From an optimization exercise on the open Yosys and OpenROAD flow, aimed at small area; shortcuts taken in it are not production practice.
Function was checked by simulation only, so behaviour that the tests miss may differ from the original.
Power and IR drop assume default switching activity.

--- flow/constraint.sdc ---
create_clock -name core_clock -period 5.0 [get_ports {out_stream_aclk}]
set_input_delay 1.0000 -clock core_clock [delete_from_list [all_inputs] [get_ports {out_stream_aclk}]]
set_output_delay 1.0000 -clock core_clock [all_outputs]
set_load 0.01 [all_outputs]
--- flow/flow/remap_eq.tcl ---
# Prove that REMAP_OUT does what REMAP_IN (the standard synthesis) does, with
# every library cell read as its function. Fails unless the proof is complete.
yosys -import
set lib $::env(REMAP_LIB)
read_liberty -ignore_miss_func $lib
read_verilog $::env(REMAP_IN)
yosys rename $::env(FLOW_TOP) gold
read_verilog $::env(REMAP_OUT)
yosys rename $::env(FLOW_TOP) gate
flatten
opt_clean
async2sync
equiv_make gold gate equiv
hierarchy -top equiv
equiv_simple -seq 2
equiv_induct
equiv_status -assert
--- flow/design.v ---
package pixgen_pkg;
    localparam logic [1:0] axil_okay = 2'b00;
endpackage
`timescale 1ns/1ns
module axil_regfile (
    input  logic                            out_stream_aclk,
    input  logic                            periph_resetn,
    input  logic [8-1:0]  s_axi_lite_awaddr,
    input  logic                            s_axi_lite_awvalid,
    output logic                            s_axi_lite_awready,
    input  logic [32-1:0]       s_axi_lite_wdata,
    input  logic                            s_axi_lite_wvalid,
    output logic                            s_axi_lite_wready,
    output logic                            s_axi_lite_bvalid,
    output logic [1:0]                      s_axi_lite_bresp,
    input  logic                            s_axi_lite_bready,
    input  logic [8-1:0]  s_axi_lite_araddr,
    input  logic                            s_axi_lite_arvalid,
    output logic                            s_axi_lite_arready,
    output logic                            s_axi_lite_rvalid,
    output logic [32-1:0]       s_axi_lite_rdata,
    output logic [1:0]                      s_axi_lite_rresp,
    input  logic                            s_axi_lite_rready,
    output logic                            run
);
    localparam int idx_w = $clog2(8);
    localparam int last  = 8 - 1;
    logic [8-1:0][32-1:0] ring;
    logic [idx_w-1:0] enter;
    logic [idx_w-1:0] turn;
    logic             parked;
    logic             clean;
    logic             wr_req;
    logic             wr_go;
    logic             park;
    logic             unpark;
    logic             bypass;
    logic             turn_end;
    logic [32-1:0] ring_in;
    assign turn_end = (turn == idx_w'(last - 1));
    assign wr_req = s_axi_lite_awvalid && s_axi_lite_wvalid && clean &&
                    (s_axi_lite_awaddr[2 +: idx_w] == enter);
    assign park   = s_axi_lite_arvalid && clean && !parked &&
                    (s_axi_lite_araddr[2 +: idx_w] == enter);
    assign unpark = parked && !s_axi_lite_rvalid && (turn == '0);
    assign bypass = park || (parked && !unpark);
    assign wr_go  = wr_req && !park;
    assign s_axi_lite_awready = wr_go;
    assign s_axi_lite_wready  = wr_go;
    assign s_axi_lite_arready = s_axi_lite_arvalid && park;
    assign s_axi_lite_bresp   = pixgen_pkg::axil_okay;
    assign s_axi_lite_rresp   = pixgen_pkg::axil_okay;
    assign s_axi_lite_rdata   = ring[last];
    always_comb begin
        if (wr_go) begin
            ring_in = s_axi_lite_wdata;
        end else if (!clean) begin
            ring_in = '0;
        end else if (bypass) begin
            ring_in = ring[last-1];
        end else begin
            ring_in = ring[last];
        end
    end
    always_ff @(posedge out_stream_aclk) begin
        ring[last-1:0] <= {ring[last-2:0], ring_in};
        if (!bypass) begin
            ring[last] <= ring[last-1];
        end
    end
    always_ff @(posedge out_stream_aclk) begin
        if (!periph_resetn) begin
            enter  <= '0;
            turn   <= '0;
            parked <= 1'b0;
            clean  <= 1'b0;
        end else begin
            if (park || (parked && turn_end && s_axi_lite_rvalid &&
                         !s_axi_lite_rready)) begin
                enter <= enter + 2'd2;
            end else begin
                enter <= enter + 1'b1;
            end
            if (bypass && !turn_end) begin
                turn <= turn + 1'b1;
            end else begin
                turn <= '0;
            end
            if (park) begin
                parked <= 1'b1;
            end else if (unpark) begin
                parked <= 1'b0;
            end
            if (enter == idx_w'(last)) begin
                clean <= 1'b1;
            end
        end
    end
    always_ff @(posedge out_stream_aclk) begin
        if (!periph_resetn) begin
            s_axi_lite_rvalid <= 1'b0;
        end else if (park) begin
            s_axi_lite_rvalid <= 1'b1;
        end else if (s_axi_lite_rready) begin
            s_axi_lite_rvalid <= 1'b0;
        end
    end
    always_ff @(posedge out_stream_aclk) begin
        if (!periph_resetn) begin
            s_axi_lite_bvalid <= 1'b0;
        end else if (wr_go) begin
            s_axi_lite_bvalid <= 1'b1;
        end else if (s_axi_lite_bready) begin
            s_axi_lite_bvalid <= 1'b0;
        end
    end
    always_ff @(posedge out_stream_aclk) begin
        if (!periph_resetn) begin
            run <= 1'b0;
        end else if (wr_go && (enter == '0)) begin
            run <= s_axi_lite_wdata[0];
        end
    end
endmodule
`timescale 1ns/1ns
module tile_raster (
    input  logic                       out_stream_aclk,
    input  logic                       periph_resetn,
    input  logic                       run,
    input  logic                       tready,
    output logic [5-1:0]     x,
    output logic [5-1:0]     y,
    output logic                       tvalid
);
    localparam logic [5-1:0] x_last = 5'(24 - 1);
    localparam logic [5-1:0] y_last = 5'(24 - 1);
    always_ff @(posedge out_stream_aclk) begin
        if (!periph_resetn) begin
            x      <= '0;
            y      <= '0;
            tvalid <= 1'b0;
        end else if (!tvalid) begin
            tvalid <= run;
        end else if (tready) begin
            if (x == x_last) begin
                x <= '0;
                if (y == y_last) begin
                    y      <= '0;
                    tvalid <= run;
                end else begin
                    y <= y + 1'b1;
                end
            end else begin
                x <= x + 1'b1;
            end
        end
    end
endmodule
`timescale 1ns/1ns
module gradient_shader (
    input  logic [5-1:0] y,
    output logic [7:0]             gray
);
    assign gray =
        (y == 5'd0) ? 8'd255 :
        (y == 5'd1) ? 8'd250 :
        (y == 5'd2) ? 8'd246 :
        (y == 5'd3) ? 8'd241 :
        (y == 5'd4) ? 8'd237 :
        (y == 5'd5) ? 8'd232 :
        (y == 5'd6) ? 8'd228 :
        (y == 5'd7) ? 8'd223 :
        (y == 5'd8) ? 8'd219 :
        (y == 5'd9) ? 8'd214 :
        (y == 5'd10) ? 8'd210 :
        (y == 5'd11) ? 8'd205 :
        (y == 5'd12) ? 8'd201 :
        (y == 5'd13) ? 8'd196 :
        (y == 5'd14) ? 8'd192 :
        (y == 5'd15) ? 8'd187 :
        (y == 5'd16) ? 8'd183 :
        (y == 5'd17) ? 8'd178 :
        (y == 5'd18) ? 8'd174 :
        (y == 5'd19) ? 8'd169 :
        (y == 5'd20) ? 8'd165 :
        (y == 5'd21) ? 8'd160 :
        (y == 5'd22) ? 8'd156 :
        8'd0;
endmodule
`timescale 1ns/1ns
module pixel_packer (
    input  logic [5-1:0]        x,
    input  logic [5-1:0]        y,
    input  logic [7:0]                    gray,
    output logic [32-1:0]     out_stream_tdata,
    output logic [32/8-1:0]   out_stream_tkeep,
    output logic                          out_stream_tlast,
    output logic [0:0]                    out_stream_tuser
);
    assign out_stream_tdata    = {8'h00, gray, gray, gray};
    assign out_stream_tkeep    = '1;
    assign out_stream_tlast    = (x == 5'(24 - 1));
    assign out_stream_tuser[0] = (x == '0) && (y == '0);
endmodule
`timescale 1ns/1ns
module pixel_generator (
    input  logic                            out_stream_aclk,
    input  logic                            periph_resetn,
    output logic [32-1:0]       out_stream_tdata,
    output logic [32/8-1:0]     out_stream_tkeep,
    output logic                            out_stream_tlast,
    input  logic                            out_stream_tready,
    output logic                            out_stream_tvalid,
    output logic [0:0]                      out_stream_tuser,
    input  logic [8-1:0]  s_axi_lite_araddr,
    output logic                            s_axi_lite_arready,
    input  logic                            s_axi_lite_arvalid,
    input  logic [8-1:0]  s_axi_lite_awaddr,
    output logic                            s_axi_lite_awready,
    input  logic                            s_axi_lite_awvalid,
    input  logic                            s_axi_lite_bready,
    output logic [1:0]                      s_axi_lite_bresp,
    output logic                            s_axi_lite_bvalid,
    output logic [32-1:0]       s_axi_lite_rdata,
    input  logic                            s_axi_lite_rready,
    output logic [1:0]                      s_axi_lite_rresp,
    output logic                            s_axi_lite_rvalid,
    input  logic [32-1:0]       s_axi_lite_wdata,
    output logic                            s_axi_lite_wready,
    input  logic                            s_axi_lite_wvalid
);
    logic                    run;
    logic [5-1:0]  x;
    logic [5-1:0]  y;
    logic [7:0]              gray;
    axil_regfile regs0 (
        .out_stream_aclk    (out_stream_aclk),
        .periph_resetn      (periph_resetn),
        .s_axi_lite_awaddr  (s_axi_lite_awaddr),
        .s_axi_lite_awvalid (s_axi_lite_awvalid),
        .s_axi_lite_awready (s_axi_lite_awready),
        .s_axi_lite_wdata   (s_axi_lite_wdata),
        .s_axi_lite_wvalid  (s_axi_lite_wvalid),
        .s_axi_lite_wready  (s_axi_lite_wready),
        .s_axi_lite_bvalid  (s_axi_lite_bvalid),
        .s_axi_lite_bresp   (s_axi_lite_bresp),
        .s_axi_lite_bready  (s_axi_lite_bready),
        .s_axi_lite_araddr  (s_axi_lite_araddr),
        .s_axi_lite_arvalid (s_axi_lite_arvalid),
        .s_axi_lite_arready (s_axi_lite_arready),
        .s_axi_lite_rvalid  (s_axi_lite_rvalid),
        .s_axi_lite_rdata   (s_axi_lite_rdata),
        .s_axi_lite_rresp   (s_axi_lite_rresp),
        .s_axi_lite_rready  (s_axi_lite_rready),
        .run                (run)
    );
    tile_raster raster0 (
        .out_stream_aclk (out_stream_aclk),
        .periph_resetn   (periph_resetn),
        .run             (run),
        .tready          (out_stream_tready),
        .x               (x),
        .y               (y),
        .tvalid          (out_stream_tvalid)
    );
    gradient_shader shader0 (
        .y    (y),
        .gray (gray)
    );
    pixel_packer packer0 (
        .x                 (x),
        .y                 (y),
        .gray              (gray),
        .out_stream_tdata  (out_stream_tdata),
        .out_stream_tkeep  (out_stream_tkeep),
        .out_stream_tlast  (out_stream_tlast),
        .out_stream_tuser  (out_stream_tuser)
    );
endmodule
--- flow/flow/seq_cells.txt ---
sky130_fd_sc_hd__dfbbn_1
sky130_fd_sc_hd__dfbbn_2
sky130_fd_sc_hd__dfbbp_1
sky130_fd_sc_hd__dfrbp_1
sky130_fd_sc_hd__dfrbp_2
sky130_fd_sc_hd__dfrtn_1
sky130_fd_sc_hd__dfrtp_1
sky130_fd_sc_hd__dfrtp_2
sky130_fd_sc_hd__dfrtp_4
sky130_fd_sc_hd__dfsbp_1
sky130_fd_sc_hd__dfsbp_2
sky130_fd_sc_hd__dfstp_1
sky130_fd_sc_hd__dfstp_2
sky130_fd_sc_hd__dfstp_4
sky130_fd_sc_hd__dfxbp_1
sky130_fd_sc_hd__dfxbp_2
sky130_fd_sc_hd__dfxtp_1
sky130_fd_sc_hd__dfxtp_2
sky130_fd_sc_hd__dfxtp_4
sky130_fd_sc_hd__dlclkp_1
sky130_fd_sc_hd__dlclkp_2
sky130_fd_sc_hd__dlclkp_4
sky130_fd_sc_hd__dlrbn_1
sky130_fd_sc_hd__dlrbn_2
sky130_fd_sc_hd__dlrbp_1
sky130_fd_sc_hd__dlrbp_2
sky130_fd_sc_hd__dlrtn_1
sky130_fd_sc_hd__dlrtn_2
sky130_fd_sc_hd__dlrtn_4
sky130_fd_sc_hd__dlrtp_1
sky130_fd_sc_hd__dlrtp_2
sky130_fd_sc_hd__dlrtp_4
sky130_fd_sc_hd__dlxbn_1
sky130_fd_sc_hd__dlxbn_2
sky130_fd_sc_hd__dlxbp_1
sky130_fd_sc_hd__dlxtn_1
sky130_fd_sc_hd__dlxtn_2
sky130_fd_sc_hd__dlxtn_4
sky130_fd_sc_hd__dlxtp_1
sky130_fd_sc_hd__edfxbp_1
sky130_fd_sc_hd__edfxtp_1
sky130_fd_sc_hd__lpflow_inputisolatch_1
sky130_fd_sc_hd__sdfbbn_1
sky130_fd_sc_hd__sdfbbn_2
sky130_fd_sc_hd__sdfbbp_1
sky130_fd_sc_hd__sdfrbp_1
sky130_fd_sc_hd__sdfrbp_2
sky130_fd_sc_hd__sdfrtn_1
sky130_fd_sc_hd__sdfrtp_1
sky130_fd_sc_hd__sdfrtp_2
sky130_fd_sc_hd__sdfrtp_4
sky130_fd_sc_hd__sdfsbp_1
sky130_fd_sc_hd__sdfsbp_2
sky130_fd_sc_hd__sdfstp_1
sky130_fd_sc_hd__sdfstp_2
sky130_fd_sc_hd__sdfstp_4
sky130_fd_sc_hd__sdfxbp_1
sky130_fd_sc_hd__sdfxbp_2
sky130_fd_sc_hd__sdfxtp_1
sky130_fd_sc_hd__sdfxtp_2
sky130_fd_sc_hd__sdfxtp_4
sky130_fd_sc_hd__sdlclkp_1
sky130_fd_sc_hd__sdlclkp_2
sky130_fd_sc_hd__sdlclkp_4
sky130_fd_sc_hd__sedfxbp_1
sky130_fd_sc_hd__sedfxbp_2
sky130_fd_sc_hd__sedfxtp_1
sky130_fd_sc_hd__sedfxtp_2
sky130_fd_sc_hd__sedfxtp_4
--- flow/standard.sh ---
#!/bin/bash
# synth_recipe.tcl (not shown) runs the flow's synth.tcl, then flattens the netlist and writes it again
# the make line also repeats each setting of config.mk as NAME=value (left out here)
make -C /OpenROAD-flow-scripts/flow DESIGN_CONFIG=/design/flow/config.mk WORK_HOME=/design/flow/orfs CLKGATE_MAP_FILE= SYNTH_SCRIPT=/design/flow/synth_recipe.tcl "${@:-finish}"
--- flow/flow/run.sh ---
#!/bin/bash
# The standard layout (standard.sh), with these changes:
#  - after the standard synthesis, the combinational logic between the
#    flip-flops is re-mapped for area (flow/remap.sh, flow/remap.tcl);
#    flip-flops and tie cells stay exactly as the standard synthesis made
#    them (same instances, names and cell types);
#  - ports are buffered with the smallest buffer, sky130_fd_sc_hd__buf_1;
#  - a leaner clock tree (small buffers, no dummy loads);
#  - one tie cell per constant instead of one per load.
# Each tool's output goes to a log file of its own in this folder.
set -euo pipefail
export BUFFER_PORTS_ARGS="-buffer_cell sky130_fd_sc_hd__buf_1"
export CTS_ARGS="-sink_clustering_enable -repair_clock_nets -dont_use_dummy_load -buf_list sky130_fd_sc_hd__clkbuf_4 -sink_clustering_size 12 -sink_clustering_max_diameter 40"
export SKIP_REPAIR_TIE_FANOUT=1
bash standard.sh synth > synth.log 2>&1
R=orfs/results/$FLOW_PLATFORM/pixel_generator/base
cp $R/1_2_yosys.v standard_synth.v
bash flow/remap.sh > remap.log 2>&1
cp remapped.v $R/1_2_yosys.v
rm -f $R/1_synth.odb $R/1_synth.sdc
bash standard.sh > standard.log 2>&1
--- flow/flow/remap.tcl ---
# Re-map the standard synthesis's combinational logic for area with the ABC
# script in REMAP_SCRIPT (run.sh tries a few and keeps the smallest).
# Flip-flops and tie cells are kept as they are (same instances, names and
# cell types); only the logic between them is redone.
yosys -import
set lib $::env(REMAP_LIB)
set fin $::env(REMAP_IN)
set fout $::env(REMAP_OUT)
read_liberty -ignore_miss_func $lib
read_verilog $fin
hierarchy -top $::env(FLOW_TOP)
set fh [open $::env(REMAP_KEEP) r]
foreach c [split [read $fh] "\n"] {
  if {$c ne ""} { setattr -mod -set keep_hierarchy 1 $c }
}
close $fh
setattr -mod -set keep_hierarchy 1 sky130_fd_sc_hd__conb_1
tee -o $::env(REMAP_DIR)/remap_before.txt stat -liberty $lib
flatten
opt_clean
abc -liberty $lib -dont_use sky130_fd_sc_hd__probe* -dont_use sky130_fd_sc_hd__lpflow* \
  -script "+$::env(REMAP_SCRIPT)"
opt_clean -purge
hilomap -singleton -hicell sky130_fd_sc_hd__conb_1 HI -locell sky130_fd_sc_hd__conb_1 LO
opt_clean -purge
tee -o $::env(REMAP_DIR)/remap_after.txt stat -liberty $lib
select -module $::env(FLOW_TOP)
# fails unless every cell is a library cell (no internal $ cells left)
select -assert-none t:$*
write_verilog -noattr -nohex -nodec -selected $fout
--- flow/config.mk ---
export PLATFORM = sky130hd
export DESIGN_NAME = pixel_generator
export DESIGN_NICKNAME = pixel_generator
export VERILOG_FILES = /design/flow/design.v
export SDC_FILE = /design/flow/constraint.sdc
export NUM_CORES = 4
export LEC_CHECK = 0
export CAP_MARGIN = 20
export CORE_MARGIN = 2
export CORE_UTILIZATION = 75
export GPL_TIMING_DRIVEN = 0
export PLACE_DENSITY = 0.9
export SLEW_MARGIN = 20
--- flow/flow/remap.sh ---
#!/bin/bash
# Re-map the combinational logic of the standard synthesis (standard_synth.v)
# with a few area-oriented ABC scripts. Each result is proved equivalent to
# the standard synthesis (flow/remap_eq.tcl); the smallest proven one becomes
# remapped.v, and if none is proven the standard synthesis is kept as it is.
set -uo pipefail
R2="balance;rewrite;refactor;balance;rewrite;rewrite,-z;balance;refactor,-z;rewrite,-z;balance"
C2="balance;resub;resub,-K,6;balance;resub,-z;resub,-z,-K,6;balance;resub,-z,-K,5;balance"
scripts=(
  "strash;$R2;dch,-f;amap;topo"
  "strash;dc2;dch,-f;amap;topo"
  "strash;$R2;$R2;dch,-f;amap;topo"
  "strash;dc2;$R2;dc2;dch,-f;amap;topo"
  "strash;ifraig;scorr;dc2;strash;dch,-f;amap;topo"
  "strash;$R2;dch,-f;amap;topo;strash;$R2;dch,-f;amap;topo"
  "strash;$R2;$C2;dch,-f;amap;topo"
  "strash;dch;amap;topo"
)
export REMAP_LIB=$FLOW_HOME/platforms/$FLOW_PLATFORM/lib/sky130_fd_sc_hd__tt_025C_1v80.lib
export REMAP_IN=standard_synth.v REMAP_KEEP=flow/seq_cells.txt
: > remap_choice.log
for i in "${!scripts[@]}"; do
  mkdir -p remap_$i
  if REMAP_SCRIPT="${scripts[$i]}" REMAP_OUT=remap_$i/out.v REMAP_DIR=remap_$i \
      yosys -c flow/remap.tcl > remap_$i/yosys.log 2>&1; then
    a=$(awk '/Chip area for top module/ {print $NF}' remap_$i/remap_after.txt | tail -1)
    echo "$a $i" >> remap_areas.txt
    echo "script $i area $a: ${scripts[$i]}" >> remap_choice.log
  else
    echo "script $i failed: ${scripts[$i]}" >> remap_choice.log
  fi
done
cp standard_synth.v remapped.v
for i in $(sort -g remap_areas.txt | awk '{print $2}'); do
  if REMAP_OUT=remap_$i/out.v yosys -c flow/remap_eq.tcl > remap_$i/equiv.log 2>&1; then
    echo "kept script $i (proved equivalent)" >> remap_choice.log
    cp remap_$i/out.v remapped.v
    break
  fi
  echo "script $i not proved equivalent, skipped" >> remap_choice.log
done
==> impl_metrics.env, run 1 <==
export IMPL_synthCells=472
export IMPL_tightest_slew_ns=0.9519
export IMPL_drt_pre_antenna_iters=5
export IMPL_initial_utilization=0.7640
export IMPL_hp_class="reg2reg"
export IMPL_grt_pass1_vias=4119
export IMPL_grt_pass1_wl_um=20040
export IMPL_slew_viol_final=0
export IMPL_die_area_um2=10070
export IMPL_drt_initial_drc_count=255
export IMPL_skew_ns=0.06149
export IMPL_setup_ws_ns=1.068
export IMPL_layout_common_cells="dfxtp_1, buf_1, clkinv_1"
export IMPL_grt_max_degree=33
export IMPL_antenna_cells=0
export IMPL_utilization=0.8609
export IMPL_design_area_um2=7841
export IMPL_place_area_um2=7639
export IMPL_dpl_hpwl_um=9186
export IMPL_drcViolationCount=0
export IMPL_cp_start_kind="flop"
export IMPL_synth_area_per_cell_um2=14.74
export IMPL_antenna_left=0
export IMPL_buffer_ports_inserted=109
export IMPL_clockRootBuffer="clkbuf_4"
export IMPL_cts_resized_gates=0
export IMPL_ir_drop_v=0.0002824
export IMPL_slowest_delay_ns=0.42
export IMPL_endpoint_kind="primary output"
export IMPL_rows=35
export IMPL_status="no timing/DRC/antenna violations"
export IMPL_place_congestion=0.9703
export IMPL_grt_overflow_total=0
export IMPL_p_leak_nw=2.997
export IMPL_cts_inserted_buffers=27
export IMPL_worstSetupPathType="reg2out"
export IMPL_clk_pin_slew_ns=0.11
export IMPL_h_tree_depth=1
export IMPL_crit_arrival_ns=2.93
export IMPL_finalSetupViolCount=0
export IMPL_core_um2=9109
export IMPL_cp_data_required_time_ns=4.00
export IMPL_synthesis_nets=528
export IMPL_crit_path_frequent_cell="clkinv_1"
export IMPL_slowest_stage="dfxtp_1"
export IMPL_cp_max_fo=6
export IMPL_cts_max_path_buffers=3
export IMPL_cts_tree="built"
export IMPL_fillers=436
export IMPL_mostFrequentLayoutCell="dfxtp_1"
export IMPL_wire_per_inst_um=17.96
export IMPL_hold_viol=0
export IMPL_drive_gt1_frac=0.05882
export IMPL_powerDensity_nw_per_um2=398.3
export IMPL_vias_per_cell=5.646
export IMPL_clkLatencyLatePin_ns=0.59
export IMPL_grtUsageTotal=0.2605
export IMPL_cts_hold_buffers=0
export IMPL_vias=4082
export IMPL_die_w_um=100.3
export IMPL_rsz0062_at_grt="no"
export IMPL_nets=670
export IMPL_place_ws_ns=1.097
export IMPL_maxCapViolCount=0
export IMPL_worstPathCellList="clkinv_1 -> nor2_1 -> clkinv_1 -> nor2_1 -> clkinv_1 -> o21ai_0 -> clkinv_1 -> o22ai_1 -> buf_1"
export IMPL_die_h_um=100.3
export IMPL_antenna_found_initial=0
export IMPL_cts_sinks=278
export IMPL_fin_crit_sh=0.7865
export IMPL_ys_warn_count=2
export IMPL_clock_fmax_mhz=254.3
export IMPL_syn_cell_area_um2=6959
export IMPL_relSlewSlack=0.3601
export IMPL_area_growth_pct=12.68
export IMPL_fin_crit_ns=3.932
export IMPL_ios=136
export IMPL_post_cts_buffers=0
export IMPL_routed_wl_um=12980
[final cells by class]
class	instances	area, um^2	area share
flip-flops and latches	278	5886	0.7506
multi-input cells	143	915.9	0.1168
well taps	111	138.9	0.01771
clock buffers	27	202.7	0.02585
repair buffers	113	506.7	0.06462
inverters	51	191.4	0.02441
[registers in the layout (all words and copies together), names as in the netlist]
register,flops
regs0.run,1
raster0.tvalid,1
regs0.parked,1
regs0.clean,1
regs0.ring,256
regs0.turn,3
regs0.s_axi_lite_bvalid,1
regs0.s_axi_lite_rvalid,1
raster0.x,5
raster0.y,5
regs0.enter,3
[per-stage QoR]
stage	total power, mW	instances	hold slack, ns	setup TNS (ns)
4_1_cts	3.144	723	0.2650	0
5_1_grt	3.226	723	0.2600	0
3_3_place_gp	2.335	692	0.3098	-64.88
3_5_place_dp	2.341	696	0.3121	0
6_report	3.123	723	0.2626	0
2_1_floorplan	2.320	472	0.3096	0
[power breakdown]
group / total (mW) / switching, mW / internal (mW)
combinational: 0.0371 / 0.0245 / 0.0126
clock: 0.832 / 0.582 / 0.249
sequential: 2.25 / 0.00292 / 2.25
total: 3.12 / 0.610 / 2.51
[final timing paths]
check / start / end / slack (ns) / depth (start not counted)
max: raster0.y[2] / out_stream_tdata[21] / 1.07 / 9
min: regs0.ring[30] / regs0.ring[62] / 0.26 / 0
max reg2reg: regs0.enter[0] / regs0.ring[12] / 1.62 / 9
min reg2reg: regs0.ring[30] / regs0.ring[62] / 0.26 / 0
[worst max-delay path, delay by kind of cell (launching register included)]
kind            cells  cell delay [ns]
buf+inv             5             0.87
compound gates      2             0.65
flops               1             0.42
simple gates        2             0.43
[layer usage]
| metal | up-vias | track usage | wire length, um | part of all wire |
|---|---|---|---|---|
| li1 | 1912 | - | - | - |
| met1 | 1949 | 0.3126 | 5246 | 0.40 |
| met2 | 186 | 0.4600 | 6653 | 0.51 |
| met3 | 35 | 0.05919 | 757 | 0.058 |
| met4 | 0 | 0.09905 | 327 | 0.025 |
| met5 | - | 0 | 0 | 0 |
==> run 2, diff against run 1 <==
--- a/flow/config.mk
+++ b/flow/config.mk
@@ -9,5 +9,4 @@
 export CORE_MARGIN = 2
 export CORE_UTILIZATION = 75
-export GPL_TIMING_DRIVEN = 0
 export PLACE_DENSITY = 0.9
 export SLEW_MARGIN = 20
==> impl_metrics.env, run 2 <==
export IMPL_status="no timing/DRC/antenna violations"
export IMPL_relSlewSlack=0.4724
export IMPL_die_h_um=100.3
export IMPL_mostFrequentLayoutCell="dfxtp_1"
export IMPL_cp_max_fo=6
export IMPL_endpoint_kind="primary output"
export IMPL_fin_crit_sh=0.7752
export IMPL_cp_data_required_time_ns=4.00
export IMPL_h_tree_depth=1
export IMPL_cts_resized_gates=0
export IMPL_grt_max_degree=34
export IMPL_drcViolationCount=0
export IMPL_drive_gt1_frac=0.05710
export IMPL_initial_utilization=0.7640
export IMPL_wire_per_inst_um=17.42
export IMPL_rows=35
export IMPL_post_cts_buffers=0
export IMPL_rsz0062_at_grt="no"
export IMPL_clockRootBuffer="clkbuf_4"
export IMPL_ys_warn_count=2
export IMPL_hold_ws_ns=0.2529
export IMPL_min_from="regs0.ring[48]"
export IMPL_place_congestion=0.9143
export IMPL_area_growth_pct=11.63
export IMPL_setup_tns_ns=0
export IMPL_synthCells=472
export IMPL_core_um2=9109
export IMPL_p_leak_nw=2.978
export IMPL_ios=136
export IMPL_holdPathStages=0
export IMPL_layout_common_cells="dfxtp_1, buf_1, clkinv_1"
export IMPL_grtUsageTotal=0.2502
export IMPL_buffer_ports_inserted=109
export IMPL_grt_pass1_vias=3904
export IMPL_min_to="regs0.ring[80]"
export IMPL_slew_viol_final=0
export IMPL_antenna_left=0
export IMPL_fin_crit_ns=3.876
export IMPL_vias=4048
export IMPL_antenna_found_initial=0
export IMPL_nets=671
export IMPL_antenna_cells=0
export IMPL_tightest_slew_ns=0.7842
export IMPL_largest_reg_flops=256
export IMPL_die_w_um=100.3
export IMPL_hp_class="reg2reg"
export IMPL_drt_initial_drc_count=255
export IMPL_worstSetupPathType="reg2out"
export IMPL_reg2reg_slack_ns=1.46
export IMPL_vias_per_cell=5.591
export IMPL_clkLatencyLatePin_ns=0.57
export IMPL_hold_viol=0
export IMPL_reg_top3="regs0.ring (256), raster0.x (5), raster0.y (5)"
export IMPL_cts_sinks=278
export IMPL_crit_arrival_ns=2.88
export IMPL_grt_overflow_total=0
export IMPL_grt_pass1_wl_um=19180
export IMPL_regMostFlops="regs0.ring"
export IMPL_synthesis_nets=528
export IMPL_clock_fmax_mhz=258.0
export IMPL_cts_tree="built"
export IMPL_routed_wl_um=12610
export IMPL_syn_cell_area_um2=6959
export IMPL_r2r_end="regs0.ring[4]"
export IMPL_cts_max_path_buffers=3
export IMPL_clk_pin_slew_ns=0.12
export IMPL_maxCapViolCount=0
export IMPL_cts_hold_buffers=0
export IMPL_cp_start_kind="flop"
export IMPL_dpl_hpwl_um=8593
export IMPL_skew_ns=0.05897
export IMPL_reg2reg_from="regs0.enter[0]"
export IMPL_synth_area_per_cell_um2=14.74
export IMPL_cts_inserted_buffers=27
export IMPL_die_area_um2=10070
export IMPL_finalSetupViolCount=0
export IMPL_drt_pre_antenna_iters=5
export IMPL_ir_drop_v=0.0003062
export IMPL_r2r_cells=11
export IMPL_powerDensity_nw_per_um2=400.6
## run 2: per-stage QoR
stage                     power, mW  cell area, um^2  std cells  setup WS [ns]    util
after floorplan               2.320             6959        472         0.4231       -
after global placement        2.336             7566        697          1.120  0.8306
after detailed placement      2.339             7566        697         0.9363  0.8306
after CTS                     3.138             7769        724          1.126  0.8529
after global routing          3.217             7769        724         0.7744  0.8529
final                         3.112             7769        724          1.124  0.8529
## run 2: per-layer routing
layer | part of all wire | vias to the layer above | GRT usage | routed length, um
met5 | 0 | - | 0 | 0
met4 | 0.027 | 0 | 0.09378 | 342
met3 | 0.061 | 29 | 0.03900 | 771
met2 | 0.51 | 191 | 0.4331 | 6386
met1 | 0.41 | 1921 | 0.3213 | 5111
li1 | - | 1907 | - | -
## run 2: layout make-up
class / instances / area, um^2
flip-flops and latches: 278 / 5886
multi-input cells: 143 / 903.4
clock buffers: 27 / 202.7
well taps: 111 / 138.9
repair buffers: 114 / 446.7
inverters: 51 / 191.4
fillers: 458 / 1340
## run 2: where the power goes
part / leakage, nW / internal [mW] / switching [mW]
logic: 0.478 / 0.0126 / 0.0223
registers: 2.38 / 2.25 / 0.00292
clock network: 0.124 / 0.249 / 0.574
## run 2: worst max-delay path by stage
stage / from / endpoint / slack (ns) / cells past startpoint
floorplan: s_axi_lite_araddr[2] / regs0.ring[0] / 0.42 / 6
global placement: s_axi_lite_araddr[3] / regs0.ring[26] / 1.12 / 11
detailed placement: s_axi_lite_araddr[3] / regs0.ring[4] / 0.94 / 11
CTS: raster0.y[2] / out_stream_tdata[21] / 1.13 / 9
global route: raster0.y[2] / out_stream_tdata[5] / 0.77 / 9
finish: raster0.y[2] / out_stream_tdata[21] / 1.12 / 9
## run 2: critical path: stages (launching register included)
cell and delay (ns):
dfxtp_1 0.45, clkinv_1 0.12, nor2_1 0.22, clkinv_1 0.16
nor2_1 0.25, clkinv_1 0.22, o21ai_0 0.26, clkinv_1 0.17
o22ai_1 0.26, buf_1 0.19
==> run 3, diff against run 2 <==
--- a/flow/config.mk
+++ b/flow/config.mk
@@ -6,7 +6,7 @@
 export NUM_CORES = 4
 export LEC_CHECK = 0
-export CAP_MARGIN = 20
+export CAP_MARGIN = 0
 export CORE_MARGIN = 2
 export CORE_UTILIZATION = 75
 export PLACE_DENSITY = 0.9
-export SLEW_MARGIN = 20
+export SLEW_MARGIN = 0
==> impl_metrics.env, run 3 <==
export IMPL_nets=671
export IMPL_status="no timing/DRC/antenna violations"
export IMPL_rsz0062_at_grt="no"
export IMPL_slowest_delay_ns=0.45
export IMPL_finalSetupViolCount=0
export IMPL_crit_start="raster0.y[2]"
export IMPL_rows=35
export IMPL_largest_reg_flops=256
export IMPL_slowest_stage="dfxtp_1"
export IMPL_endpoint_kind="primary output"
export IMPL_hp_class="reg2reg"
export IMPL_drive_gt1_frac=0.05710
export IMPL_wl_met3_um=771
export IMPL_cp_max_fo=6
export IMPL_reg2reg_from="regs0.enter[0]"
export IMPL_multi_input_area_um2=903.4
export IMPL_ys_warn_count=2
export IMPL_cp_data_required_time_ns=4.00
export IMPL_clockRootBuffer="clkbuf_4"
export IMPL_die_h_um=100.3
export IMPL_p_leak_nw=2.978
export IMPL_cts_sinks=278
export IMPL_buffer_ports_inserted=109
export IMPL_setup_tns_ns=0
export IMPL_die_w_um=100.3
export IMPL_drt_pre_antenna_iters=5
export IMPL_vias=4048
export IMPL_synth_area_per_cell_um2=14.74
export IMPL_min_from="regs0.ring[48]"
export IMPL_tightest_slew_ns=0.7842
export IMPL_worstSetupPathType="reg2out"
export IMPL_powerDensity_nw_per_um2=400.6
export IMPL_clock_fmax_mhz=258.0
export IMPL_vias_per_cell=5.591
export IMPL_area_growth_pct=11.63
export IMPL_hold_ws_ns=0.2529
export IMPL_cts_resized_gates=0
export IMPL_cts_max_path_buffers=3
export IMPL_cts_hold_buffers=0
export IMPL_regMostFlops="regs0.ring"
export IMPL_wl_met2_um=6386
export IMPL_antenna_left=0
export IMPL_grt_pass1_wl_um=19180
export IMPL_place_congestion=0.9143
export IMPL_layout_common_cells="dfxtp_1, buf_1, clkinv_1"
export IMPL_post_cts_buffers=0
export IMPL_syn_cell_area_um2=6959
export IMPL_die_area_um2=10070
export IMPL_fin_crit_ns=3.876
export IMPL_grt_overflow_total=0
export IMPL_synthesis_nets=528
export IMPL_clkLatencyLatePin_ns=0.57
export IMPL_ir_drop_v=0.0003062
export IMPL_worstPathCellList="clkinv_1 -> nor2_1 -> clkinv_1 -> nor2_1 -> clkinv_1 -> o21ai_0 -> clkinv_1 -> o22ai_1 -> buf_1"
export IMPL_drt_initial_drc_count=255
export IMPL_wl_met1_um=5111
export IMPL_cts_tree="built"
export IMPL_cts_inserted_buffers=27
export IMPL_skew_ns=0.05897
export IMPL_dpl_hpwl_um=8593
export IMPL_drcViolationCount=0
export IMPL_reg_top3="regs0.ring (256), raster0.x (5), raster0.y (5)"
export IMPL_crit_path_frequent_cell="clkinv_1"
export IMPL_fillers=458
export IMPL_hold_viol=0
export IMPL_mostFrequentLayoutCell="dfxtp_1"
export IMPL_wire_per_inst_um=17.42
export IMPL_core_um2=9109
export IMPL_ios=136
export IMPL_crit_arrival_ns=2.88
export IMPL_initial_utilization=0.7640
export IMPL_grtUsageTotal=0.2502
export IMPL_relSlewSlack=0.4724
export IMPL_maxCapViolCount=0
export IMPL_fin_crit_sh=0.7752
export IMPL_clk_pin_slew_ns=0.12
export IMPL_regArea_um2=5886
export IMPL_top_layer_used="met4"
export IMPL_grt_max_degree=34
export IMPL_h_tree_depth=1
export IMPL_cp_start_kind="flop"
export IMPL_antenna_found_initial=0
export IMPL_slew_viol_final=0
export IMPL_routed_wl_um=12610
export IMPL_r2r_cells=11
export IMPL_antenna_cells=0
export IMPL_synthCells=472
export IMPL_grt_pass1_vias=3904
export IMPL_holdPathStages=0
run 3: final timing paths:
| kind | slack, ns | end |
|---|---|---|
| hold reg to reg | 0.25 | regs0.ring[80] |
| hold / removal | 0.25 | regs0.ring[80] |
| setup reg to reg | 1.46 | regs0.ring[4] |
| setup / recovery | 1.12 | out_stream_tdata[21] |
run 3: cell type report:
cell class	instances	area share
Clock buffer	27	0.02609
Sequential cell	278	0.7576
Timing Repair Buffer	114	0.05750
Tap cell	111	0.01788
Inverter	51	0.02464
Multi-Input combinational cell	143	0.1163
run 3: worst max-delay path, delay by kind of cell (launching register included):
kind,cells,cell delay [ns]
buffers and inverters,5,0.86
flip-flops,1,0.45
AND/OR/NAND/NOR,2,0.47
AO/OA/AOI/OAI,2,0.52
run 3: power by group:
group | internal (mW) | leakage [nW] | switching (mW)
logic | 0.0126 | 0.478 | 0.0223
registers | 2.25 | 2.38 | 0.00292
clock network | 0.249 | 0.124 | 0.574
total | 2.51 | 2.98 | 0.599
run 3: routing by layer:
layer	vias up	track usage
met3	29	0.03900
li1	1907	-
met2	191	0.4331
met1	1921	0.3213
met5	-	0
met4	0	0.09378
run 3: through the flow:
stage          utilization  instance area (um^2)  setup WS [ns]  power (mW)  instances
2_1_floorplan            -                  6959         0.4231       2.320        472
3_3_place_gp        0.8306                  7566          1.120       2.336        697
3_5_place_dp        0.8306                  7566         0.9363       2.339        697
4_1_cts             0.8529                  7769          1.126       3.138        724
5_1_grt             0.8529                  7769         0.7744       3.217        724
6_report            0.8529                  7769          1.124       3.112        724
==> run 4, diff against run 3 <==
--- a/flow/config.mk
+++ b/flow/config.mk
@@ -6,7 +6,7 @@
 export NUM_CORES = 4
 export LEC_CHECK = 0
-export CAP_MARGIN = 0
+export CAP_MARGIN = 20
 export CORE_MARGIN = 2
-export CORE_UTILIZATION = 75
-export PLACE_DENSITY = 0.9
-export SLEW_MARGIN = 0
+export CORE_UTILIZATION = 80
+export PLACE_DENSITY = 0.95
+export SLEW_MARGIN = 20
==> impl_metrics.env, run 4 <==
export IMPL_status="no timing/DRC/antenna violations"
export IMPL_antenna_found_initial=0
export IMPL_cp_data_required_time_ns=4.00
export IMPL_regMostFlops="regs0.ring"
export IMPL_cp_start_kind="flop"
export IMPL_tightest_slew_ns=0.6846
export IMPL_antenna_left=0
export IMPL_core_um2=8593
export IMPL_crit_path_frequent_cell="clkinv_1"
export IMPL_grt_pass1_wl_um=22330
export IMPL_rows=34
export IMPL_grtUsageTotal=0.3048
export IMPL_cts_max_path_buffers=3
export IMPL_r2r_cells=11
export IMPL_drt_initial_drc_count=266
export IMPL_drcViolationCount=0
export IMPL_setup_tns_ns=0
export IMPL_reg_top3="regs0.ring (256), raster0.x (5), raster0.y (5)"
export IMPL_fin_crit_ns=4.004
export IMPL_ir_drop_v=0.0003212
export IMPL_skew_ns=0.03416
export IMPL_clkLatencyLatePin_ns=0.60
export IMPL_grt_pass1_vias=4309
export IMPL_ys_warn_count=2
export IMPL_powerDensity_nw_per_um2=403.0
export IMPL_antenna_cells=0
export IMPL_hold_viol=0
export IMPL_place_ws_ns=1.067
export IMPL_relSlewSlack=0.5394
export IMPL_holdPathStages=0
export IMPL_finalSetupViolCount=0
export IMPL_area_growth_pct=11.51
export IMPL_hp_class="reg2reg"
export IMPL_crit_buf_inv=5
export IMPL_slowest_delay_ns=0.44
export IMPL_buffer_ports_inserted=109
export IMPL_mostFrequentLayoutCell="dfxtp_1"
export IMPL_drive_gt1_frac=0.05710
export IMPL_cts_resized_gates=0
export IMPL_crit_arrival_ns=3.00
export IMPL_wl_met3_um=963
export IMPL_synthesis_nets=528
export IMPL_die_h_um=97.27
export IMPL_p_leak_nw=2.978
export IMPL_drt_pre_antenna_iters=5
export IMPL_clockRootBuffer="clkbuf_4"
export IMPL_endpoint_kind="primary output"
export IMPL_slowest_stage="dfxtp_1"
export IMPL_die_area_um2=9461
export IMPL_wl_met1_um=5303
export IMPL_synth_area_per_cell_um2=14.74
export IMPL_place_congestion=0.9651
export IMPL_setup_ws_ns=0.9959
export IMPL_nets=671
export IMPL_initial_utilization=0.8098
export IMPL_cp_max_fo=6
export IMPL_clock_fmax_mhz=249.7
export IMPL_synthCells=472
export IMPL_top_layer_used="met4"
export IMPL_layout_common_cells="dfxtp_1, buf_1, clkinv_1"
export IMPL_syn_cell_area_um2=6959
export IMPL_vias=4248
export IMPL_h_tree_depth=1
export IMPL_maxCapViolCount=0
export IMPL_dpl_hpwl_um=9260
export IMPL_wire_per_inst_um=19.80
export IMPL_die_w_um=97.27
export IMPL_ios=136
export IMPL_worstSetupPathType="reg2out"
export IMPL_cts_hold_buffers=0
export IMPL_clk_pin_slew_ns=0.11
export IMPL_cts_tree="built"
export IMPL_rsz0062_at_grt="no"
export IMPL_routed_wl_um=14280
export IMPL_crit_family="buffers and inverters"
export IMPL_wl_met2_um=7350
export IMPL_vias_per_cell=5.892
export IMPL_worstPathCellList="clkinv_1 -> nor2_1 -> clkinv_1 -> nor2_1 -> clkinv_1 -> o21ai_0 -> clkinv_1 -> o22ai_1 -> buf_1"
export IMPL_grt_overflow_total=0
export IMPL_grt_max_degree=36
export IMPL_largest_reg_flops=256
export IMPL_cts_sinks=278
export IMPL_worstSetupPathDepth=9
export IMPL_slew_viol_final=0
export IMPL_post_cts_buffers=0
export IMPL_fin_crit_sh=0.8008
export IMPL_cts_inserted_buffers=27
-- run 4: layout make-up --
type	instances	area, um^2
Inverter	51	191.4
Multi-Input combinational cell	143	898.4
Clock buffer	27	202.7
Timing Repair Buffer	114	446.7
Fill cell	327	833.3
Tap cell	108	135.1
Sequential cell	278	5886
-- run 4: per-stage QoR --
step,power [mW],std cells,utilization,hold WS [ns],instance area (um^2)
3_3_place_gp,2.336,694,0.8794,0.3097,7557
5_1_grt,3.224,721,0.9030,0.3131,7760
6_report,3.128,721,0.9030,0.3073,7760
2_1_floorplan,2.320,472,-,0.3096,6959
4_1_cts,3.140,721,0.9030,0.3075,7760
3_5_place_dp,2.339,694,0.8794,0.3121,7557
-- run 4: per-layer routing --
layer / up-vias / GRT usage
li1: 1914 / -
met1: 2008 / 0.3692
met2: 257 / 0.5353
met3: 69 / 0.05540
met4: 0 / 0.1400
met5: - / 0
-- run 4: worst paths after layout --
check                          to            from  slack, ns
max          out_stream_tdata[21]    raster0.y[2]        1.0
min               regs0.ring[102]  regs0.ring[70]       0.31
max reg2reg        regs0.ring[20]  regs0.enter[0]       1.50
min reg2reg       regs0.ring[102]  regs0.ring[70]       0.31
-- run 4: power by group --
group | total, mW | internal, mW | switching, mW | leakage (nW)
clock network | 0.837 | 0.250 | 0.587 | 0.124
registers | 2.25 | 2.25 | 0.00294 | 2.38
logic | 0.0364 | 0.0126 | 0.0239 | 0.478
total | 3.13 | 2.51 | 0.614 | 2.98
==> run 5, diff against run 4 <==
--- a/flow/flow/remap.tcl
+++ b/flow/flow/remap.tcl
@@ -1,4 +1,5 @@
 # Re-map the standard synthesis's combinational logic for area with the ABC
-# script in REMAP_SCRIPT (run.sh tries a few and keeps the smallest).
+# script in REMAP_SCRIPT (remap.sh tries a few and keeps the smallest one
+# that it proves equivalent).
 # Flip-flops and tie cells are kept as they are (same instances, names and
 # cell types); only the logic between them is redone.
==> impl_metrics.env, run 5 <==
export IMPL_seqPwrFrac=0.721
export IMPL_clock_fmax_mhz=249.7
export IMPL_die_h_um=97.27
export IMPL_syn_cell_area_um2=6959
export IMPL_area_growth_pct=11.51
export IMPL_tightest_slew_ns=0.6846
export IMPL_drive_gt1_frac=0.05710
export IMPL_finalSetupViolCount=0
export IMPL_crit_arrival_ns=3.00
export IMPL_grt_max_degree=36
export IMPL_clk_pin_slew_ns=0.11
export IMPL_rsz0062_at_grt="no"
export IMPL_synth_area_per_cell_um2=14.74
export IMPL_cp_data_required_time_ns=4.00
export IMPL_antenna_left=0
export IMPL_place_congestion=0.9651
export IMPL_use_met1=0.3692
export IMPL_holdPathStages=0
export IMPL_place_ws_ns=1.067
export IMPL_cts_max_path_buffers=3
export IMPL_mostFrequentLayoutCell="dfxtp_1"
export IMPL_hp_class="reg2reg"
export IMPL_swShare=0.1963
export IMPL_vias_per_cell=5.892
export IMPL_vias=4248
export IMPL_synthesis_nets=528
export IMPL_post_cts_buffers=0
export IMPL_powerDensity_nw_per_um2=403.0
export IMPL_ir_drop_v=0.0003212
export IMPL_synthCells=472
export IMPL_initial_utilization=0.8098
export IMPL_fillers=327
export IMPL_largest_reg_flops=256
export IMPL_cts_resized_gates=0
export IMPL_clkPwrFrac=0.268
export IMPL_reg2reg_from="regs0.enter[0]"
export IMPL_maxCapViolCount=0
export IMPL_grt_pass1_vias=4309
export IMPL_r2r_end="regs0.ring[20]"
export IMPL_wire_per_inst_um=19.80
export IMPL_cts_tree="built"
export IMPL_clockRootBuffer="clkbuf_4"
export IMPL_use_met3=0.05540
export IMPL_worstSetupPathType="reg2out"
export IMPL_grt_pass1_wl_um=22330
export IMPL_p_int_mw=2.514
export IMPL_ios=136
export IMPL_routed_wl_um=14280
export IMPL_dpl_hpwl_um=9260
export IMPL_endpoint_kind="primary output"
export IMPL_p_switching_mw=0.6141
export IMPL_min_from="regs0.ring[70]"
export IMPL_min_to="regs0.ring[102]"
export IMPL_setup_ws_ns=0.9959
export IMPL_drcViolationCount=0
export IMPL_h_tree_depth=1
export IMPL_cp_max_fo=6
export IMPL_antenna_cells=0
export IMPL_rows=34
export IMPL_drt_pre_antenna_iters=5
export IMPL_combPwrFrac=0.012
export IMPL_die_w_um=97.27
export IMPL_setup_tns_ns=0
export IMPL_relSlewSlack=0.5394
export IMPL_cts_hold_buffers=0
export IMPL_cp_start_kind="flop"
export IMPL_die_area_um2=9461
export IMPL_busiest_layer="met2"
export IMPL_slew_viol_final=0
export IMPL_cts_sinks=278
export IMPL_use_met2=0.5353
export IMPL_core_um2=8593
export IMPL_buffer_ports_inserted=109
export IMPL_r2r_cells=11
export IMPL_regMostFlops="regs0.ring"
export IMPL_drt_initial_drc_count=266
export IMPL_nets=671
export IMPL_skew_ns=0.03416
export IMPL_cts_inserted_buffers=27
export IMPL_fin_crit_ns=4.004
export IMPL_antenna_found_initial=0
export IMPL_p_leak_nw=2.978
export IMPL_layout_common_cells="dfxtp_1, buf_1, clkinv_1"
export IMPL_grt_overflow_total=0
export IMPL_reg2reg_slack_ns=1.50
export IMPL_clkLatencyLatePin_ns=0.60
export IMPL_grtUsageTotal=0.3048
export IMPL_hold_viol=0
export IMPL_fin_crit_sh=0.8008
export IMPL_reg_top3="regs0.ring (256), raster0.x (5), raster0.y (5)"
export IMPL_status="no timing/DRC/antenna violations"
export IMPL_ys_warn_count=2
[run 5: power groups by stage]
stage | Sequential [mW] | Clock (mW) | Combinational (mW)
6_report | 2.25 | 0.837 | 0.0364
5_1_grt | 2.26 | 0.928 | 0.0400
4_1_cts | 2.25 | 0.851 | 0.0354
3_5_place_dp | 2.30 | 0 | 0.0345
3_3_place_gp | 2.30 | 0 | 0.0314
2_1_floorplan | 2.30 | 0 | 0.0157
[run 5: final cells by class]
| class | count | area [um^2] | share of cell area |
|---|---|---|---|
| clock buffers | 27 | 202.7 | 0.02612 |
| multi-input cells | 143 | 898.4 | 0.1158 |
| repair buffers | 114 | 446.7 | 0.05756 |
| inverters | 51 | 191.4 | 0.02467 |
| flip-flops and latches | 278 | 5886 | 0.7585 |
| well taps | 108 | 135.1 | 0.01741 |
[run 5: how the worst max path moves through the flow]
| stage | start | to | slack, ns | cells after the start |
|---|---|---|---|---|
| global placement | s_axi_lite_araddr[3] | regs0.ring[12] | 1.29 | 11 |
| finish | raster0.y[2] | out_stream_tdata[21] | 1.0 | 9 |
| floorplan | s_axi_lite_araddr[2] | regs0.ring[0] | 0.42 | 6 |
| CTS | raster0.y[2] | out_stream_tdata[21] | 1.03 | 9 |
| detailed placement | s_axi_lite_araddr[3] | regs0.ring[20] | 1.07 | 11 |
| global route | raster0.y[2] | out_stream_tdata[21] | 0.76 | 9 |
[run 5: metrics by stage]
stage	power, mW	cells	utilization	hold slack (ns)	area (um^2)
2_1_floorplan	2.320	472	-	0.3096	6959
3_3_place_gp	2.336	694	0.8794	0.3097	7557
3_5_place_dp	2.339	694	0.8794	0.3121	7557
4_1_cts	3.140	721	0.9030	0.3075	7760
5_1_grt	3.224	721	0.9030	0.3131	7760
6_report	3.128	721	0.9030	0.3073	7760
[run 5: per-layer routing]
layer | vias to the layer above | share of wire
met5 | - | 0
met4 | 0 | 0.046
met3 | 69 | 0.067
met2 | 257 | 0.51
met1 | 2008 | 0.37
li1 | 1914 | -
[run 5: worst max-delay path: stages, from the launching register on]
cell      delay (ns)
dfxtp_1         0.44
clkinv_1        0.14
nor2_1          0.23
clkinv_1        0.16
nor2_1          0.27
clkinv_1        0.26
o21ai_0         0.30
clkinv_1        0.17
o22ai_1         0.25
buf_1           0.18
==> run 6, diff against run 5 <==
--- a/flow/config.mk
+++ b/flow/config.mk
@@ -8,5 +8,5 @@
 export CAP_MARGIN = 20
 export CORE_MARGIN = 2
-export CORE_UTILIZATION = 80
-export PLACE_DENSITY = 0.95
+export CORE_UTILIZATION = 75
+export PLACE_DENSITY = 0.9
 export SLEW_MARGIN = 20
==> impl_metrics.env, run 6 <==
export IMPL_grt_overflow_total=0
export IMPL_slowest_delay_ns=0.45
export IMPL_routed_wl_um=12610
export IMPL_ios=136
export IMPL_fillers=458
export IMPL_cts_inserted_buffers=27
export IMPL_grtUsageTotal=0.2502
export IMPL_grt_pass1_vias=3904
export IMPL_ys_warn_count=2
export IMPL_cp_data_required_time_ns=4.00
export IMPL_grt_pass1_wl_um=19180
export IMPL_die_w_um=100.3
export IMPL_multi_input_area_um2=903.4
export IMPL_relSlewSlack=0.4724
export IMPL_r2r_cells=11
export IMPL_ir_drop_v=0.0003062
export IMPL_skew_ns=0.05897
export IMPL_cts_max_path_buffers=3
export IMPL_reg2reg_from="regs0.enter[0]"
export IMPL_largest_reg_flops=256
export IMPL_vias_per_cell=5.591
export IMPL_placed_cells=697
export IMPL_area_growth_pct=11.63
export IMPL_synth_area_per_cell_um2=14.74
export IMPL_drt_pre_antenna_iters=5
export IMPL_antenna_cells=0
export IMPL_clockRootBuffer="clkbuf_4"
export IMPL_endpoint_kind="primary output"
export IMPL_h_tree_depth=1
export IMPL_maxCapViolCount=0
export IMPL_p_int_mw=2.513
export IMPL_buffer_ports_inserted=109
export IMPL_cts_resized_gates=0
export IMPL_reg_top3="regs0.ring (256), raster0.x (5), raster0.y (5)"
export IMPL_powerDensity_nw_per_um2=400.6
export IMPL_syn_cell_area_um2=6959
export IMPL_finalNonFillerCells=724
export IMPL_utilization=0.8529
export IMPL_drcViolationCount=0
export IMPL_place_congestion=0.9143
export IMPL_initial_utilization=0.7640
export IMPL_crit_path_frequent_cell="clkinv_1"
export IMPL_core_um2=9109
export IMPL_slowest_stage="dfxtp_1"
export IMPL_finalSetupViolCount=0
export IMPL_fin_crit_sh=0.7752
export IMPL_crit_arrival_ns=2.88
export IMPL_setup_tns_ns=0
export IMPL_tightest_slew_ns=0.7842
export IMPL_swShare=0.1925
export IMPL_p_leak_nw=2.978
export IMPL_grt_max_degree=34
export IMPL_worstPathCellList="clkinv_1 -> nor2_1 -> clkinv_1 -> nor2_1 -> clkinv_1 -> o21ai_0 -> clkinv_1 -> o22ai_1 -> buf_1"
export IMPL_clock_fmax_mhz=258.0
export IMPL_synthCells=472
export IMPL_seqPwrFrac=0.724
export IMPL_hp_class="reg2reg"
export IMPL_dpl_hpwl_um=8593
export IMPL_slew_viol_final=0
export IMPL_mostFrequentLayoutCell="dfxtp_1"
export IMPL_holdPathStages=0
export IMPL_cp_max_fo=6
export IMPL_post_cts_buffers=0
export IMPL_layout_common_cells="dfxtp_1, buf_1, clkinv_1"
export IMPL_clkLatencyLatePin_ns=0.57
export IMPL_status="no timing/DRC/antenna violations"
export IMPL_nets=671
export IMPL_crit_start="raster0.y[2]"
export IMPL_fin_crit_ns=3.876
export IMPL_regMostFlops="regs0.ring"
export IMPL_combPwrFrac=0.011
export IMPL_p_switching_mw=0.5990
export IMPL_rsz0062_at_grt="no"
export IMPL_hold_viol=0
export IMPL_synthesis_nets=528
export IMPL_drive_gt1_frac=0.05710
export IMPL_rows=35
export IMPL_cp_start_kind="flop"
export IMPL_drt_initial_drc_count=255
export IMPL_clk_pin_slew_ns=0.12
export IMPL_wire_per_inst_um=17.42
export IMPL_cts_hold_buffers=0
export IMPL_cts_sinks=278
export IMPL_vias=4048
export IMPL_regArea_um2=5886
export IMPL_reg2reg_slack_ns=1.46
export IMPL_antenna_left=0
export IMPL_min_from="regs0.ring[48]"
export IMPL_die_area_um2=10070
export IMPL_cts_tree="built"
export IMPL_antenna_found_initial=0
export IMPL_worstSetupPathType="reg2out"
export IMPL_die_h_um=100.3
export IMPL_clkPwrFrac=0.264
==> run 6: final cells by class <==
type,instances,area share
Inverter,51,0.02464
Clock buffer,27,0.02609
Timing Repair Buffer,114,0.05750
Multi-Input combinational cell,143,0.1163
Sequential cell,278,0.7576
Tap cell,111,0.01788
==> run 6: routing by layer <==
metal / share of wire / up-vias / GRT usage
met1: 0.41 / 1921 / 0.3213
li1: - / 1907 / -
met2: 0.51 / 191 / 0.4331
met5: 0 / - / 0
met3: 0.061 / 29 / 0.03900
met4: 0.027 / 0 / 0.09378
==> run 6: power by group through the flow <==
| stage | logic (mW) | clock network [mW] | registers (mW) |
|---|---|---|---|
| CTS | 0.0344 | 0.849 | 2.25 |
| global route | 0.0392 | 0.923 | 2.26 |
| finish | 0.0349 | 0.823 | 2.25 |
| global placement | 0.0313 | 0 | 2.30 |
| floorplan | 0.0157 | 0 | 2.30 |
| detailed placement | 0.0341 | 0 | 2.30 |
==> run 6: through the flow <==
stage | hold slack [ns] | cell area [um^2] | setup WS [ns] | power [mW]
2_1_floorplan | 0.3096 | 6959 | 0.4231 | 2.320
3_3_place_gp | 0.3097 | 7566 | 1.120 | 2.336
3_5_place_dp | 0.3121 | 7566 | 0.9363 | 2.339
4_1_cts | 0.2504 | 7769 | 1.126 | 3.138
5_1_grt | 0.2512 | 7769 | 0.7744 | 3.217
6_report | 0.2529 | 7769 | 1.124 | 3.112
==> run 6: critical path: cells and delay by family (launching register included) <==
family | cells | cell delay, ns
buffers and inverters | 5 | 0.86
AO/OA/AOI/OAI | 2 | 0.52
flip-flops | 1 | 0.45
AND/OR/NAND/NOR | 2 | 0.47
==> run 6: final timing paths <==
kind                               end
setup / recovery  out_stream_tdata[21]
hold / removal          regs0.ring[80]
setup reg to reg         regs0.ring[4]
hold reg to reg         regs0.ring[80]
==> run 7, diff against run 6 <==
--- a/flow/flow/run.sh
+++ b/flow/flow/run.sh
@@ -11,5 +11,5 @@
 set -euo pipefail
 export BUFFER_PORTS_ARGS="-buffer_cell sky130_fd_sc_hd__buf_1"
-export CTS_ARGS="-sink_clustering_enable -repair_clock_nets -dont_use_dummy_load -buf_list sky130_fd_sc_hd__clkbuf_4 -sink_clustering_size 12 -sink_clustering_max_diameter 40"
+export CTS_ARGS="-sink_clustering_enable -repair_clock_nets -dont_use_dummy_load -buf_list {sky130_fd_sc_hd__clkbuf_4 sky130_fd_sc_hd__clkbuf_8} -sink_clustering_size 12 -sink_clustering_max_diameter 40"
 export SKIP_REPAIR_TIE_FANOUT=1
 bash standard.sh synth > synth.log 2>&1
--- a/flow/flow/remap.tcl
+++ b/flow/flow/remap.tcl
@@ -1,5 +1,4 @@
 # Re-map the standard synthesis's combinational logic for area with the ABC
-# script in REMAP_SCRIPT (remap.sh tries a few and keeps the smallest one
-# that it proves equivalent).
+# script in REMAP_SCRIPT (run.sh tries a few and keeps the smallest).
 # Flip-flops and tie cells are kept as they are (same instances, names and
 # cell types); only the logic between them is redone.
==> impl_metrics.env, run 7 <==
export IMPL_cp_start_kind="flop"
export IMPL_hold_viol=0
export IMPL_ir_drop_v=0.0003452
export IMPL_cts_hold_buffers=0
export IMPL_ys_warn_count=2
export IMPL_antenna_left=0
export IMPL_layout_common_cells="dfxtp_1, buf_1, clkinv_1"
export IMPL_cp_data_required_time_ns=4.00
export IMPL_relSlewSlack=0.4768
export IMPL_wire_per_inst_um=18.73
export IMPL_place_congestion=0.9143
export IMPL_fin_crit_sh=0.7531
export IMPL_nets=671
export IMPL_synthesis_nets=528
export IMPL_fillers=408
export IMPL_crit_arrival_ns=2.77
export IMPL_regMostFlops="regs0.ring"
export IMPL_post_cts_buffers=0
export IMPL_finalSetupViolCount=0
export IMPL_worstSetupPathType="reg2out"
export IMPL_clock_fmax_mhz=265.6
export IMPL_vias_per_cell=5.689
export IMPL_drt_initial_drc_count=285
export IMPL_swShare=0.1918
export IMPL_h_tree_depth=1
export IMPL_largest_reg_flops=256
export IMPL_rsz0062_at_grt="no"
export IMPL_drt_pre_antenna_iters=6
export IMPL_cts_resized_gates=0
export IMPL_combPwrFrac=0.010
export IMPL_buffer_ports_inserted=109
export IMPL_p_leak_nw=3.048
export IMPL_clkPwrFrac=0.325
export IMPL_p_int_mw=2.743
export IMPL_skew_ns=0.03592
export IMPL_dpl_hpwl_um=8593
export IMPL_reg_top3="regs0.ring (256), raster0.x (5), raster0.y (5)"
export IMPL_endpoint_kind="primary output"
export IMPL_p_switching_mw=0.6509
export IMPL_powerDensity_nw_per_um2=427.5
export IMPL_status="no timing/DRC/antenna violations"
export IMPL_grtUsageTotal=0.2740
export IMPL_total_power_mw=3.394
export IMPL_seqPwrFrac=0.664
export IMPL_tightest_slew_ns=0.7776
export IMPL_routed_wl_um=13560
export IMPL_initial_utilization=0.7640
export IMPL_clkLatencyLatePin_ns=0.49
export IMPL_core_um2=9109
export IMPL_grt_max_degree=34
export IMPL_vias=4119
export IMPL_maxCapViolCount=0
export IMPL_syn_cell_area_um2=6959
export IMPL_antenna_cells=0
export IMPL_grt_pass1_vias=4026
export IMPL_die_w_um=100.3
export IMPL_cts_sinks=278
export IMPL_place_area_um2=7566
export IMPL_cts_tree="built"
export IMPL_rows=35
export IMPL_setup_tns_ns=0
export IMPL_drive_gt1_frac=0.05710
export IMPL_die_area_um2=10070
export IMPL_drcViolationCount=0
export IMPL_fin_crit_ns=3.766
export IMPL_die_h_um=100.3
export IMPL_cts_inserted_buffers=27
export IMPL_grt_overflow_total=0
export IMPL_slew_viol_final=0
export IMPL_cp_max_fo=6
export IMPL_clk_pin_slew_ns=0.08
export IMPL_clockRootBuffer="clkbuf_8"
export IMPL_design_area_um2=7938
export IMPL_cts_max_path_buffers=3
export IMPL_synth_area_per_cell_um2=14.74
export IMPL_grt_pass1_wl_um=20780
export IMPL_mostFrequentLayoutCell="dfxtp_1"
export IMPL_hp_class="reg2reg"
export IMPL_ios=136
export IMPL_antenna_found_initial=0
export IMPL_synthCells=472
export IMPL_area_growth_pct=14.06
-- run 7: critical path, stage by stage (launching register included) --
cell	delay [ns]
dfxtp_1	0.36
clkinv_1	0.17
nor2_1	0.23
clkinv_1	0.16
nor2_1	0.25
clkinv_1	0.23
o21ai_0	0.25
clkinv_1	0.16
o22ai_1	0.27
buf_1	0.19
-- run 7: final cells by class --
type / count / area, um^2 / share of cell area
Sequential cell: 278 / 5886 / 0.7415
Timing Repair Buffer: 114 / 446.7 / 0.05627
Clock buffer: 27 / 371.6 / 0.04682
Multi-Input combinational cell: 143 / 903.4 / 0.1138
Inverter: 51 / 191.4 / 0.02412
Tap cell: 111 / 138.9 / 0.01750
-- run 7: final timing paths --
| path | startpoint | end | slack [ns] | cells past startpoint |
|---|---|---|---|---|
| max reg2reg | regs0.enter[0] | regs0.ring[4] | 1.41 | 11 |
| min | regs0.ring[48] | regs0.ring[80] | 0.28 | 0 |
| min reg2reg | regs0.ring[48] | regs0.ring[80] | 0.28 | 0 |
| max | raster0.y[1] | out_stream_tdata[21] | 1.23 | 9 |
-- run 7: power groups by stage --
stage	sequential, mW	clock [mW]	combinational (mW)
3_5_place_dp	2.30	0	0.0341
5_1_grt	2.25	1.20	0.0398
6_report	2.25	1.10	0.0356
3_3_place_gp	2.30	0	0.0313
4_1_cts	2.25	1.12	0.0352
2_1_floorplan	2.30	0	0.0157
-- run 7: layer usage --
layer	GRT usage	vias up	share of wire
li1	-	1903	-
met3	0.05153	33	0.053
met5	0	-	0
met2	0.4853	197	0.52
met1	0.3314	1986	0.40
met4	0.1117	0	0.030
-- run 7: per-stage QoR --
| step | util | hold slack, ns | cells | worst slack, ns |
|---|---|---|---|---|
| floorplan | - | 0.3096 | 472 | 0.4231 |
| global placement | 0.8306 | 0.3097 | 697 | 1.120 |
| detailed placement | 0.8306 | 0.3121 | 697 | 0.9363 |
| CTS | 0.8714 | 0.2782 | 724 | 1.254 |
| global route | 0.8714 | 0.2829 | 724 | 0.9336 |
| finish | 0.8714 | 0.2792 | 724 | 1.234 |
==> run 8, diff against run 7 <==
--- a/flow/flow/run.sh
+++ b/flow/flow/run.sh
@@ -11,5 +11,5 @@
 set -euo pipefail
 export BUFFER_PORTS_ARGS="-buffer_cell sky130_fd_sc_hd__buf_1"
-export CTS_ARGS="-sink_clustering_enable -repair_clock_nets -dont_use_dummy_load -buf_list {sky130_fd_sc_hd__clkbuf_4 sky130_fd_sc_hd__clkbuf_8} -sink_clustering_size 12 -sink_clustering_max_diameter 40"
+export CTS_ARGS="-sink_clustering_enable -repair_clock_nets -dont_use_dummy_load -buf_list {sky130_fd_sc_hd__clkbuf_2 sky130_fd_sc_hd__clkbuf_4} -sink_clustering_size 12 -sink_clustering_max_diameter 40"
 export SKIP_REPAIR_TIE_FANOUT=1
 bash standard.sh synth > synth.log 2>&1
==> impl_metrics.env, run 8 <==
export IMPL_die_area_um2=10070
export IMPL_maxCapViolCount=0
export IMPL_place_ws_ns=0.9363
export IMPL_fin_crit_ns=3.876
export IMPL_powerDensity_nw_per_um2=400.6
export IMPL_cts_hold_buffers=0
export IMPL_skew_ns=0.05897
export IMPL_grt_max_degree=34
export IMPL_clockRootBuffer="clkbuf_4"
export IMPL_cts_max_path_buffers=3
export IMPL_drive_gt1_frac=0.05710
export IMPL_rsz0062_at_grt="no"
export IMPL_total_power_mw=3.112
export IMPL_die_h_um=100.3
export IMPL_r2r_cells=11
export IMPL_initial_utilization=0.7640
export IMPL_min_from="regs0.ring[48]"
export IMPL_clock_fmax_mhz=258.0
export IMPL_p_int_mw=2.513
export IMPL_p_switching_mw=0.5990
export IMPL_r2r_end="regs0.ring[4]"
export IMPL_wire_per_inst_um=17.42
export IMPL_cts_inserted_buffers=27
export IMPL_syn_cell_area_um2=6959
export IMPL_h_tree_depth=1
export IMPL_grt_pass1_vias=3904
export IMPL_drcViolationCount=0
export IMPL_hold_viol=0
export IMPL_fillers=458
export IMPL_cts_resized_gates=0
export IMPL_synthCells=472
export IMPL_layout_common_cells="dfxtp_1, buf_1, clkinv_1"
export IMPL_cp_start_kind="flop"
export IMPL_synthesis_nets=528
export IMPL_cts_tree="built"
export IMPL_drt_initial_drc_count=255
export IMPL_routed_wl_um=12610
export IMPL_min_to="regs0.ring[80]"
export IMPL_design_area_um2=7769
export IMPL_clkPwrFrac=0.264
export IMPL_p_leak_nw=2.978
export IMPL_vias_per_cell=5.591
export IMPL_grt_overflow_total=0
export IMPL_seqPwrFrac=0.724
export IMPL_grt_pass1_wl_um=19180
export IMPL_worstSetupPathType="reg2out"
export IMPL_antenna_left=0
export IMPL_reg2reg_slack_ns=1.46
export IMPL_cts_sinks=278
export IMPL_area_growth_pct=11.63
export IMPL_post_cts_buffers=0
export IMPL_cp_data_required_time_ns=4.00
export IMPL_status="no timing/DRC/antenna violations"
export IMPL_hp_class="reg2reg"
export IMPL_holdPathStages=0
export IMPL_relSlewSlack=0.4724
export IMPL_fin_crit_sh=0.7752
export IMPL_ir_drop_v=0.0003062
export IMPL_reg_top3="regs0.ring (256), raster0.x (5), raster0.y (5)"
export IMPL_nets=671
export IMPL_regMostFlops="regs0.ring"
export IMPL_synth_area_per_cell_um2=14.74
export IMPL_setup_ws_ns=1.124
export IMPL_endpoint_kind="primary output"
export IMPL_drt_pre_antenna_iters=5
export IMPL_combPwrFrac=0.011
export IMPL_crit_arrival_ns=2.88
export IMPL_rows=35
export IMPL_finalSetupViolCount=0
export IMPL_dpl_hpwl_um=8593
export IMPL_largest_reg_flops=256
export IMPL_reg2reg_from="regs0.enter[0]"
export IMPL_tightest_slew_ns=0.7842
export IMPL_cp_max_fo=6
export IMPL_place_area_um2=7566
export IMPL_clkLatencyLatePin_ns=0.57
export IMPL_ios=136
export IMPL_swShare=0.1925
export IMPL_buffer_ports_inserted=109
export IMPL_vias=4048
export IMPL_place_congestion=0.9143
export IMPL_utilization=0.8529
export IMPL_clk_pin_slew_ns=0.12
export IMPL_core_um2=9109
export IMPL_mostFrequentLayoutCell="dfxtp_1"
export IMPL_slew_viol_final=0
export IMPL_grtUsageTotal=0.2502
export IMPL_ys_warn_count=2
export IMPL_setup_tns_ns=0
export IMPL_die_w_um=100.3
export IMPL_antenna_found_initial=0
export IMPL_antenna_cells=0
## run 8: critical path, cell delays in order, from the launching register on
cell and delay (ns):
dfxtp_1 0.45, clkinv_1 0.12, nor2_1 0.22, clkinv_1 0.16
nor2_1 0.25, clkinv_1 0.22, o21ai_0 0.26, clkinv_1 0.17
o22ai_1 0.26, buf_1 0.19
## run 8: cell type report
type | instances | area (um^2) | area share
clock buffer | 27 | 202.7 | 0.02609
sequential | 278 | 5886 | 0.7576
timing repair buffer | 114 | 446.7 | 0.05750
inverter | 51 | 191.4 | 0.02464
tap | 111 | 138.9 | 0.01788
multi-input combinational | 143 | 903.4 | 0.1163
## run 8: metrics by stage
| step | instances | hold WS [ns] |
|---|---|---|
| 2_1_floorplan | 472 | 0.3096 |
| 3_3_place_gp | 697 | 0.3097 |
| 3_5_place_dp | 697 | 0.3121 |
| 4_1_cts | 724 | 0.2504 |
| 5_1_grt | 724 | 0.2512 |
| 6_report | 724 | 0.2529 |
## run 8: how the worst max path moves through the flow
stage                               startpoint                    to  slack, ns  depth (start not counted)
after floorplan           s_axi_lite_araddr[2]         regs0.ring[0]       0.42                          6
after detailed placement  s_axi_lite_araddr[3]         regs0.ring[4]       0.94                         11
after global placement    s_axi_lite_araddr[3]        regs0.ring[26]       1.12                         11
after CTS                         raster0.y[2]  out_stream_tdata[21]       1.13                          9
final                             raster0.y[2]  out_stream_tdata[21]       1.12                          9
after global routing              raster0.y[2]   out_stream_tdata[5]       0.77                          9
## run 8: power groups by stage
stage	Combinational [mW]	Sequential [mW]	Clock, mW
6_report	0.0349	2.25	0.823
5_1_grt	0.0392	2.26	0.923
4_1_cts	0.0344	2.25	0.849
3_5_place_dp	0.0341	2.30	0
3_3_place_gp	0.0313	2.30	0
2_1_floorplan	0.0157	2.30	0
## run 8: routing by layer
layer,share of wire,GRT usage,up-vias
met4,0.027,0.09378,0
met2,0.51,0.4331,191
li1,-,-,1907
met1,0.41,0.3213,1921
met5,0,0,-
met3,0.061,0.03900,29

Re-timed with assumed drivers on the ports (clkbuf_16 on the clock, buf_2 on other inputs), run 8 has 1.093 ns of setup slack against 1.124 ns with ideal ports, and 0.954 ns once port delays also move by the mid clock arrival of 0.584 ns.
